What follows belongs to an exercise in optimizing a design on an open flow for small area and a short achievable clock period; a production flow would make more cautious choices. Function was checked by simulation only, so behaviour that the tests miss may differ from the original. No driver is modelled on the clock port, so clocking that relies on it looks cheaper here than on a real chip. Power and IR drop assume default switching activity.

## mem_responder
module mem_responder #(
  parameter int AW = 8,
  parameter int DW = 8
) (
  input  logic          clk,
  input  logic          rst,
  input  logic          rom_ena,
  input  logic          rom_read,
  input  logic          ram_ena,
  input  logic          ram_read,
  input  logic          ram_write,
  input  logic          ad_sel,
  input  logic          PC_en,
  input  logic          pc_in,
  input  logic [1:0]    fetch,
  input  logic [DW-1:0] rom_data,
  input  logic [DW-1:0] wr_data,
  input  logic          err_clr,
  output logic [AW-1:0] rom_addr,
  output logic [3:0]    ins,
  output logic [AW-1:0] pc,
  output logic [DW-1:0] rd_data,
  output logic          rd_valid,
  output logic [2:0]    err
);
  logic          rom_rd, ram_rd, ram_wr;
  logic          ir_load, opnd_load, rom_data_load, ram_data_load;
  logic          ram_we;
  logic [2:0]    err_new;
  logic [3:0]    ir;
  logic [AW-1:0] opnd;
  logic [DW-1:0] ram_rdn0, ram_rdn1;
  logic [15:0]   opnd_lo, opnd_hi;
  assign rom_rd = rom_ena & rom_read;
  assign ram_rd = ram_ena & ram_read;
  assign ram_wr = ram_ena & ram_write;
  assign ir_load       = (fetch == cpu8_pkg::FETCH_BYTE) & rom_rd & ~ad_sel & ~pc_in;
  assign opnd_load     = (fetch == cpu8_pkg::FETCH_OPND) & rom_rd;
  assign rom_data_load = (fetch == cpu8_pkg::FETCH_BYTE) & ad_sel & rom_rd;
  assign ram_data_load = ram_rd & ~rom_rd;
  assign ram_we = ram_wr & ad_sel & ~ram_read & rst;
  always_comb begin
  ...
Size: roughly 2100 flip-flops, roughly 81000 um2 of cells after synthesis.
==> flow/config.mk <==
export PLATFORM = sky130hd
export DESIGN_NAME = mem_responder
export DESIGN_NICKNAME = mem_responder
export VERILOG_FILES = /design/flow/design.v
export SDC_FILE = /design/flow/constraint.sdc
export NUM_CORES = 4
export LEC_CHECK = 0
export CAP_MARGIN = 20
export CORE_MARGIN = 2
export CORE_UTILIZATION = 68
export PLACE_DENSITY = 0.78
export SETUP_SLACK_MARGIN = 2.65
export SLEW_MARGIN = 20
export SYNTH_HIERARCHICAL = 1
export TNS_END_PERCENT = 0
==> flow/constraint.sdc <==
create_clock -name core_clock -period 5.0 [get_ports {clk}]
set_input_delay 1.0000 -clock core_clock [delete_from_list [all_inputs] [get_ports {clk}]]
set_output_delay 1.0000 -clock core_clock [all_outputs]
set_load 0.01 [all_outputs]
standard.sh (not shown) runs the stock make flow with config.mk's settings and CLKGATE_MAP_FILE= SYNTH_SCRIPT=/design/flow/synth_recipe.tcl, a recipe that flattens the netlist after the stock synthesis.
==> flow/flow/run.sh <==
#!/bin/bash
# Layout flow: the standard ORFS flow (standard.sh, unchanged synthesis)
# with these changes:
#  - repair may swap a cell for one of another footprint (MATCH_CELL_FOOTPRINT=0),
#  - ports are buffered with buf_4 instead of the resizer's default pick,
#  - CTS uses clkbuf_16 only, clusters of up to 30 sinks within 80 um, and
#    no dummy loads,
#  - after floorplan, combinational cells that synthesis upsized against its
#    own load model are set back to drive 1 (post_fp.tcl); placement and
#    timing repair upsize them again where the placed loads need it,
#  - after CTS, the predecoded RAM address registers get their clock from
#    their own buffers driven by the clock port, a useful skew for the RAM's internal read and
#    write paths (post_cts.tcl), followed by another timing repair.
# make's full output goes to flow_make.log; ORFS's per-step logs stay under
# orfs/logs/.
set -euo pipefail
W=$(cd "$(dirname "$0")/.." && pwd)
cd "$W"
bash standard.sh \
  MATCH_CELL_FOOTPRINT=0 \
  "BUFFER_PORTS_ARGS=-buffer_cell sky130_fd_sc_hd__buf_4" \
  POST_FLOORPLAN_TCL="$W/flow/post_fp.tcl" \
  POST_CTS_TCL="$W/flow/post_cts.tcl" \
  "CTS_ARGS=-sink_clustering_enable -repair_clock_nets -sink_clustering_size 30 -sink_clustering_max_diameter 80 -buf_list sky130_fd_sc_hd__clkbuf_16 -dont_use_dummy_load" \
  finish > "$W/flow_make.log" 2>&1
==> flow/flow/post_cts.tcl <==
# Useful skew for the RAM's read and write paths: the predecoded address
# registers (u_lo, u_hi) launch every path into the RAM words and
# the read data register, and feed nothing else; their own inputs come from
# input ports. Each group gets its own clkbuf_16 driven straight from the
# clock port (which then feeds 3 cells: the tree's root buffer and these
# two), so their clock arrives two buffer levels earlier than the rest.
# Then placement is legalized and timing repaired again.
set block [ord::get_db_block]
set root_net [$block findNet clk]
if {$root_net eq "NULL" || $root_net eq ""} { error "post_cts: clock port net not found" }
set master [[ord::get_db] findMaster sky130_fd_sc_hd__clkbuf_16]
foreach grp {u_lo u_hi} {
  set flops {}
  foreach inst [$block getInsts] {
    if {[string match "${grp}.r*" [$inst getName]] && [[$inst getMaster] isSequential]} {
      lappend flops $inst
    }
  }
  if {[llength $flops] == 0} { error "post_cts: no registers in $grp" }
  set sx 0; set sy 0
  foreach f $flops { set bb [$f getBBox]; set sx [expr {$sx + [$bb xMin]}]; set sy [expr {$sy + [$bb yMin]}] }
  set cx [expr {int($sx / [llength $flops])}]
  set cy [expr {int($sy / [llength $flops])}]
  set buf [odb::dbInst_create $block $master "clkbuf_early_${grp}"]
  set net [odb::dbNet_create $block "clknet_early_${grp}"]
  $net setSigType CLOCK
  [$buf findITerm A] connect $root_net
  [$buf findITerm X] connect $net
  foreach it [$buf getITerms] {
    if {[[$it getMTerm] getSigType] eq "POWER"} { $it connect [$block findNet VDD] }
    if {[[$it getMTerm] getSigType] eq "GROUND"} { $it connect [$block findNet VSS] }
  }
  foreach f $flops {
    set it [$f findITerm CLK]
    $it disconnect
    $it connect $net
  }
  $buf setLocation $cx $cy
  $buf setPlacementStatus PLACED
  puts "post_cts: [llength $flops] registers of $grp on clknet_early_${grp}"
}
detailed_placement
estimate_parasitics -placement
repair_timing_helper
detailed_placement
check_placement -verbose
Other scripts of this flow, unchanged in this note and not shown: flow/flow/post_fp.tcl
Rerun with:
--- a/flow/flow/run.sh
+++ b/flow/flow/run.sh
@@ -12,2 +12,5 @@
-#    their own buffers driven by the clock port, a useful skew for the RAM's internal read and
-#    write paths (post_cts.tcl), followed by another timing repair.
+#    their own buffers driven by the clock port, a useful skew for the
+#    RAM's internal read and write paths (post_cts.tcl), followed by
+#    another timing repair,
+#  - the resizer may not use the low-power clock inverters (clkinvlp) as
+#    data-path inverters in any step that repairs (dont_use.tcl).
@@ -23,0 +27,4 @@
+  PRE_GLOBAL_PLACE_TCL="$W/flow/dont_use.tcl" \
+  PRE_RESIZE_TCL="$W/flow/dont_use.tcl" \
+  PRE_CTS_TCL="$W/flow/dont_use.tcl" \
+  PRE_GLOBAL_ROUTE_TCL="$W/flow/dont_use.tcl" \
==> flow/flow/dont_use.tcl (new file) <==
# Keep the resizer off the low-power clock inverters: as data-path
# inverters they are slow, and repair tends to pick them.
set_dont_use [get_lib_cells */sky130_fd_sc_hd__clkinvlp_*]
--- a/flow/flow/post_cts.tcl
+++ b/flow/flow/post_cts.tcl
@@ -0,0 +1 @@
+source [file join [file dirname [info script]] dont_use.tcl]
=> Cell area stays flat; routed wire length stays flat; global-route usage stays flat; worst setup slack barely changes; flip-flop and latch count stays the same; area after synthesis is unchanged.

* * *

The RTL this note starts from:
==> flow/design.v <==
package cpu8_pkg;
  typedef enum logic [3:0] {
    OP_NOP = 4'h0,
    OP_LDO = 4'h1,
    OP_LDA = 4'h2,
    OP_LDR = 4'h3,
    OP_PRE = 4'h4,
    OP_STO = 4'h5,
    OP_ADD = 4'h6,
    OP_SHL = 4'h7,
    OP_SHR = 4'h8,
    OP_SUB = 4'h9,
    OP_AND = 4'hA,
    OP_OR  = 4'hB,
    OP_JMP = 4'hC,
    OP_JZ  = 4'hD,
    OP_OUT = 4'hE,
    OP_HLT = 4'hF
  } opcode_e;
  typedef enum logic [2:0] {
    ST_IDLE   = 3'd0,
    ST_FETCH  = 3'd1,
    ST_DECODE = 3'd2,
    ST_OPND   = 3'd3,
    ST_EXEC   = 3'd4,
    ST_MEM    = 3'd5,
    ST_WBACK  = 3'd6,
    ST_HALT   = 3'd7
  } ctrl_state_e;
  localparam logic [1:0] FETCH_NONE = 2'b00;
  localparam logic [1:0] FETCH_BYTE = 2'b01;
  localparam logic [1:0] FETCH_OPND = 2'b10;
  localparam int ERR_RW_BOTH = 0;   
  localparam int ERR_DUAL_RD = 1;   
  localparam int ERR_WR_PC   = 2;   
endpackage
module ram_array #(
  parameter int DW = 8
) (
  input  logic          clk,
  input  logic          we,
  input  logic          re,
  input  logic [15:0]   hi,
  input  logic [15:0]   lo0,
  input  logic [15:0]   lo1,
  input  logic [DW-1:0] wdata,
  output logic [DW-1:0] rdn0,
  output logic [DW-1:0] rdn1
);
  logic [DW-1:0] wdata_g;
  assign wdata_g = wdata & {DW{we}};
  logic [DW-1:0] row_q [32];
  for (genvar i = 0; i < 16; i++) begin : g_row
    logic [15:0] lo, wl, load, hold;
    assign lo = (i < 8) ? lo0 : lo1;
    for (genvar j = 0; j < 16; j++) begin : g_wl
      ram_and2 u_wl (.a(hi[i]), .b(lo[j]), .y(wl[j]));
    end
    assign load = wl;
    assign hold = ~(wl & {16{we}});
    ram_row #(.DW(DW)) u_row (
      .clk   (clk),
      .wl    (wl),
      .load  (load),
      .hold  (hold),
      .wdata (wdata_g),
      .rq0   (row_q[2*i]),
      .rq1   (row_q[2*i+1])
    );
  end
  for (genvar b = 0; b < DW; b++) begin : g_bit
    for (genvar h = 0; h < 2; h++) begin : g_half
      logic [7:0] n1;
      logic [1:0] a2;
      for (genvar m = 0; m < 8; m++) begin : g_n1
        ram_nor2 u_g (.a(row_q[16*h+2*m][b]), .b(row_q[16*h+2*m+1][b]), .y(n1[m]));
      end
      ram_nand4 u_a0 (.a(n1[0]), .b(n1[1]), .c(n1[2]), .d(n1[3]), .y(a2[0]));
      ram_nand4 u_a1 (.a(n1[4]), .b(n1[5]), .c(n1[6]), .d(n1[7]), .y(a2[1]));
      if (h == 0) begin : g_o0
        ram_oai21 u_o (.a1(a2[0]), .a2(a2[1]), .b(re), .y(rdn0[b]));
      end else begin : g_o1
        ram_oai21 u_o (.a1(a2[0]), .a2(a2[1]), .b(re), .y(rdn1[b]));
      end
    end
  end
endmodule
module ram_row #(
  parameter int DW = 8
) (
  input  logic          clk,
  input  logic [15:0]   wl,
  input  logic [15:0]   load,
  input  logic [15:0]   hold,
  input  logic [DW-1:0] wdata,
  output logic [DW-1:0] rq0,
  output logic [DW-1:0] rq1
);
  logic [DW-1:0] q [16];
  for (genvar j = 0; j < 16; j++) begin : g_word
    always_ff @(posedge clk) begin
      q[j] <= (q[j] & {DW{hold[j]}}) | (wdata & {DW{load[j]}});
    end
  end
  for (genvar b = 0; b < DW; b++) begin : g_bit
    logic [7:0] p;
    for (genvar m = 0; m < 8; m++) begin : g_pair
      ram_aoi22 u_g (
        .a1 (q[2*m][b]),   .a2 (wl[2*m]),
        .b1 (q[2*m+1][b]), .b2 (wl[2*m+1]),
        .y  (p[m])
      );
    end
    ram_nand4 u_r0 (.a(p[0]), .b(p[1]), .c(p[2]), .d(p[3]), .y(rq0[b]));
    ram_nand4 u_r1 (.a(p[4]), .b(p[5]), .c(p[6]), .d(p[7]), .y(rq1[b]));
  end
endmodule
module ram_aoi22 (
  input  logic a1, a2, b1, b2,
  output logic y
);
  assign y = ~((a1 & a2) | (b1 & b2));
endmodule
module ram_nand4 (
  input  logic a, b, c, d,
  output logic y
);
  assign y = ~(a & b & c & d);
endmodule
module ram_and2 (
  input  logic a, b,
  output logic y
);
  assign y = a & b;
endmodule
module ram_oai21 (
  input  logic a1, a2, b,
  output logic y
);
  assign y = ~((a1 | a2) & b);
endmodule
module ram_nor2 (
  input  logic a, b,
  output logic y
);
  assign y = ~(a | b);
endmodule
module mem_responder #(
  parameter int AW = 8,
  parameter int DW = 8
) (
  input  logic          clk,
  input  logic          rst,
  input  logic          rom_ena,
  input  logic          rom_read,
  input  logic          ram_ena,
  input  logic          ram_read,
  input  logic          ram_write,
  input  logic          ad_sel,
  input  logic          PC_en,
  input  logic          pc_in,
  input  logic [1:0]    fetch,
  input  logic [DW-1:0] rom_data,
  input  logic [DW-1:0] wr_data,
  input  logic          err_clr,
  output logic [AW-1:0] rom_addr,
  output logic [3:0]    ins,
  output logic [AW-1:0] pc,
  output logic [DW-1:0] rd_data,
  output logic          rd_valid,
  output logic [2:0]    err
);
  logic          rom_rd, ram_rd, ram_wr;
  logic          ir_load, opnd_load, rom_data_load, ram_data_load;
  logic          ram_we;
  logic [2:0]    err_new;
  logic [3:0]    ir;
  logic [AW-1:0] opnd;
  logic [DW-1:0] ram_rdn0, ram_rdn1;
  logic [15:0]   opnd_lo0, opnd_lo1, opnd_hi;
  assign rom_rd = rom_ena & rom_read;
  assign ram_rd = ram_ena & ram_read;
  assign ram_wr = ram_ena & ram_write;
  assign ir_load       = (fetch == cpu8_pkg::FETCH_BYTE) & rom_rd & ~ad_sel & ~pc_in;
  assign opnd_load     = (fetch == cpu8_pkg::FETCH_OPND) & rom_rd;
  assign rom_data_load = (fetch == cpu8_pkg::FETCH_BYTE) & ad_sel & rom_rd;
  assign ram_data_load = ram_rd & ~rom_rd;
  assign ram_we = ram_wr & ad_sel & ~ram_read & rst;
  always_comb begin
    err_new              = '0;
    err_new[cpu8_pkg::ERR_RW_BOTH] = ram_ena & ram_read & ram_write;
    err_new[cpu8_pkg::ERR_DUAL_RD] = rom_rd & ram_rd;
    err_new[cpu8_pkg::ERR_WR_PC]   = ram_wr & ~ad_sel;
  end
  logic [AW-1:0] ra_o, ra_p;
  logic          ad_sel_n;
  assign ad_sel_n = ~ad_sel;
  for (genvar b = 0; b < AW; b++) begin : g_ra
    mr_nand2 u_o (.a(ad_sel),   .b(opnd[b]), .y(ra_o[b]));
    mr_nand2 u_p (.a(ad_sel_n), .b(pc_a[b]), .y(ra_p[b]));
    mr_nand2 u_y (.a(ra_o[b]),  .b(ra_p[b]), .y(rom_addr[b]));
  end
  assign ins = ir;
  logic [AW-1:0] pc_next, pc_a;
  always_comb begin
    pc_next = pc;
    if (PC_en && pc_in && rom_rd) pc_next = rom_data[AW-1:0];
    else if (PC_en && !pc_in)     pc_next = pc + AW'(1);
  end
  mr_reg8 u_pc  (.clk(clk), .rst(rst), .d(pc_next), .q(pc));
  mr_reg8 u_pca (.clk(clk), .rst(rst), .d(pc_next), .q(pc_a));
  ram_array #(.DW(DW)) u_ram (
    .clk   (clk),
    .we    (ram_we),
    .re    (ram_data_load),
    .hi    (opnd_hi),
    .lo0   (opnd_lo0),
    .lo1   (opnd_lo1),
    .wdata (wr_data),
    .rdn0  (ram_rdn0),
    .rdn1  (ram_rdn1)
  );
  mr_onehot u_lo0 (.clk(clk), .rst(rst), .ld(opnd_load), .nib(rom_data[3:0]), .q(opnd_lo0));
  mr_onehot u_lo1 (.clk(clk), .rst(rst), .ld(opnd_load), .nib(rom_data[3:0]), .q(opnd_lo1));
  mr_onehot u_hi  (.clk(clk), .rst(rst), .ld(opnd_load), .nib(rom_data[7:4]), .q(opnd_hi));
  logic [DW-1:0] rd_keep;
  assign rd_keep = rom_data_load ? rom_data : (ram_data_load ? '0 : rd_data);
  always_ff @(posedge clk or negedge rst) begin
    if (!rst) begin
      ir       <= cpu8_pkg::OP_NOP;
      opnd     <= '0;
      rd_data  <= '0;
      rd_valid <= 1'b0;
      err      <= '0;
    end else begin
      if (ir_load)   ir   <= rom_data[DW-1:DW-4];
      if (opnd_load) opnd <= rom_data[AW-1:0];
      rd_data <= rd_keep | ~(ram_rdn0 & ram_rdn1);
      rd_valid <= rom_data_load | ram_data_load;
      err <= (err & ~{3{err_clr}}) | err_new;
    end
  end
endmodule
module mr_onehot (
  input  logic        clk,
  input  logic        rst,
  input  logic        ld,
  input  logic [3:0]  nib,
  output logic [15:0] q
);
  logic [15:0] r;
  always_ff @(posedge clk or negedge rst) begin
    if (!rst)    r <= '0;
    else if (ld) r <= (16'd1 << nib) ^ 16'd1;
  end
  assign q = r ^ 16'd1;
endmodule
module mr_reg8 (
  input  logic       clk,
  input  logic       rst,
  input  logic [7:0] d,
  output logic [7:0] q
);
  always_ff @(posedge clk or negedge rst) begin
    if (!rst) q <= '0;
    else      q <= d;
  end
endmodule
module mr_nand2 (
  input  logic a, b,
  output logic y
);
  assign y = ~(a & b);
endmodule
clock: 5.0 ns
lec_check: 0
cap_margin: 20
core_margin: 2
core_utilization: 68
place_density: 0.78
setup_slack_margin: 2.65
slew_margin: 20
synth_hierarchical: 1
tns_end_percent: 0
==> flow/flow/run.sh <==
#!/bin/bash
# Layout flow: the standard ORFS flow (standard.sh, unchanged synthesis)
# with these changes:
#  - repair may swap a cell for one of another footprint (MATCH_CELL_FOOTPRINT=0),
#  - ports are buffered with buf_4 instead of the resizer's default pick,
#  - CTS uses clkbuf_16 only, clusters of up to 30 sinks within 80 um, and
#    no dummy loads,
#  - after floorplan, combinational cells that synthesis upsized against its
#    own load model are set back to drive 1 (post_fp.tcl); placement and
#    timing repair upsize them again where the placed loads need it,
#  - after CTS, the predecoded RAM address registers get their clock one
#    buffer level earlier, a useful skew for the RAM's internal read and
#    write paths (post_cts.tcl), followed by another timing repair.
# make's full output goes to flow_make.log; ORFS's per-step logs stay under
# orfs/logs/.
set -euo pipefail
W=$(cd "$(dirname "$0")/.." && pwd)
cd "$W"
bash standard.sh \
  MATCH_CELL_FOOTPRINT=0 \
  "BUFFER_PORTS_ARGS=-buffer_cell sky130_fd_sc_hd__buf_4" \
  POST_FLOORPLAN_TCL="$W/flow/post_fp.tcl" \
  POST_CTS_TCL="$W/flow/post_cts.tcl" \
  "CTS_ARGS=-sink_clustering_enable -repair_clock_nets -sink_clustering_size 30 -sink_clustering_max_diameter 80 -buf_list sky130_fd_sc_hd__clkbuf_16 -dont_use_dummy_load" \
  finish > "$W/flow_make.log" 2>&1
Other scripts of this flow, unchanged in this note and not shown: flow/flow/post_cts.tcl, flow/flow/post_fp.tcl
Next try:
--- a/flow/flow/run.sh
+++ b/flow/flow/run.sh
@@ -6,2 +5,0 @@
-#  - CTS uses clkbuf_16 only, clusters of up to 30 sinks within 80 um, and
-#    no dummy loads,
@@ -24 +21,0 @@
-  "CTS_ARGS=-sink_clustering_enable -repair_clock_nets -sink_clustering_size 30 -sink_clustering_max_diameter 80 -buf_list sky130_fd_sc_hd__clkbuf_16 -dont_use_dummy_load" \
- CORE_UTILIZATION: 68 -> 60
- CTS_BUF_LIST: not set -> sky130_fd_sc_hd__clkbuf_16
- CTS_CLUSTER_DIAMETER: not set -> 80
- CTS_CLUSTER_SIZE: not set -> 30
- PLACE_DENSITY: 0.78 -> 0.7
- TNS_END_PERCENT: 0 -> not set
Result: Final area came out higher by about 2.2%. Power is higher by about 5%. First-iteration DRC count falls by about 19%. Maximum frequency came out higher by 2.1%.

==> afterwards: timing with drivers on the ports <==
The results above use ideal ports. As a check the final layouts listed here were re-extracted and re-timed, cells and wires unchanged. Step 1 sets driving cells, clkbuf_16 on the clock port and buf_2 on the other inputs (assumed; they add their load-dependent delay and slew). Step 2, shift: input delay + t, output delay - t, t = (earliest + latest rising clock arrival at the registers) / 2. This alone moves slack from input paths to output paths. Three values: ideal ports, drivers, drivers and shift; two values: the first two.
| run | shift t [ns] | setup WS [ns] | clock arrival spread, ns | worst data-port slew with drivers (ns) |
|---|---|---|---|---|
| the first run of note 1 | 0.539 | 2.561 / 2.327 / 1.880 | 0.592 / 0.593 | 0.28 |
| the second run of note 1 | 0.539 | 2.562 / 2.326 / 1.896 | 0.590 / 0.590 | 0.28 |
| the first run of note 2 | 0.730 | 2.485 / 2.400 / 1.910 | 0.319 / 0.320 | 0.06 |
| the second run of note 2 | 0.721 | 2.537 / 2.319 / 1.885 | 0.314 / 0.314 | 0.26 |
Clock arrivals are far apart in every run listed, so t is only a midpoint there and step 2 fits no single register. For the first run of note 1, which loses most, drivers alone change the setup slack by -0.234 ns; drivers and shift together by -0.681 ns.
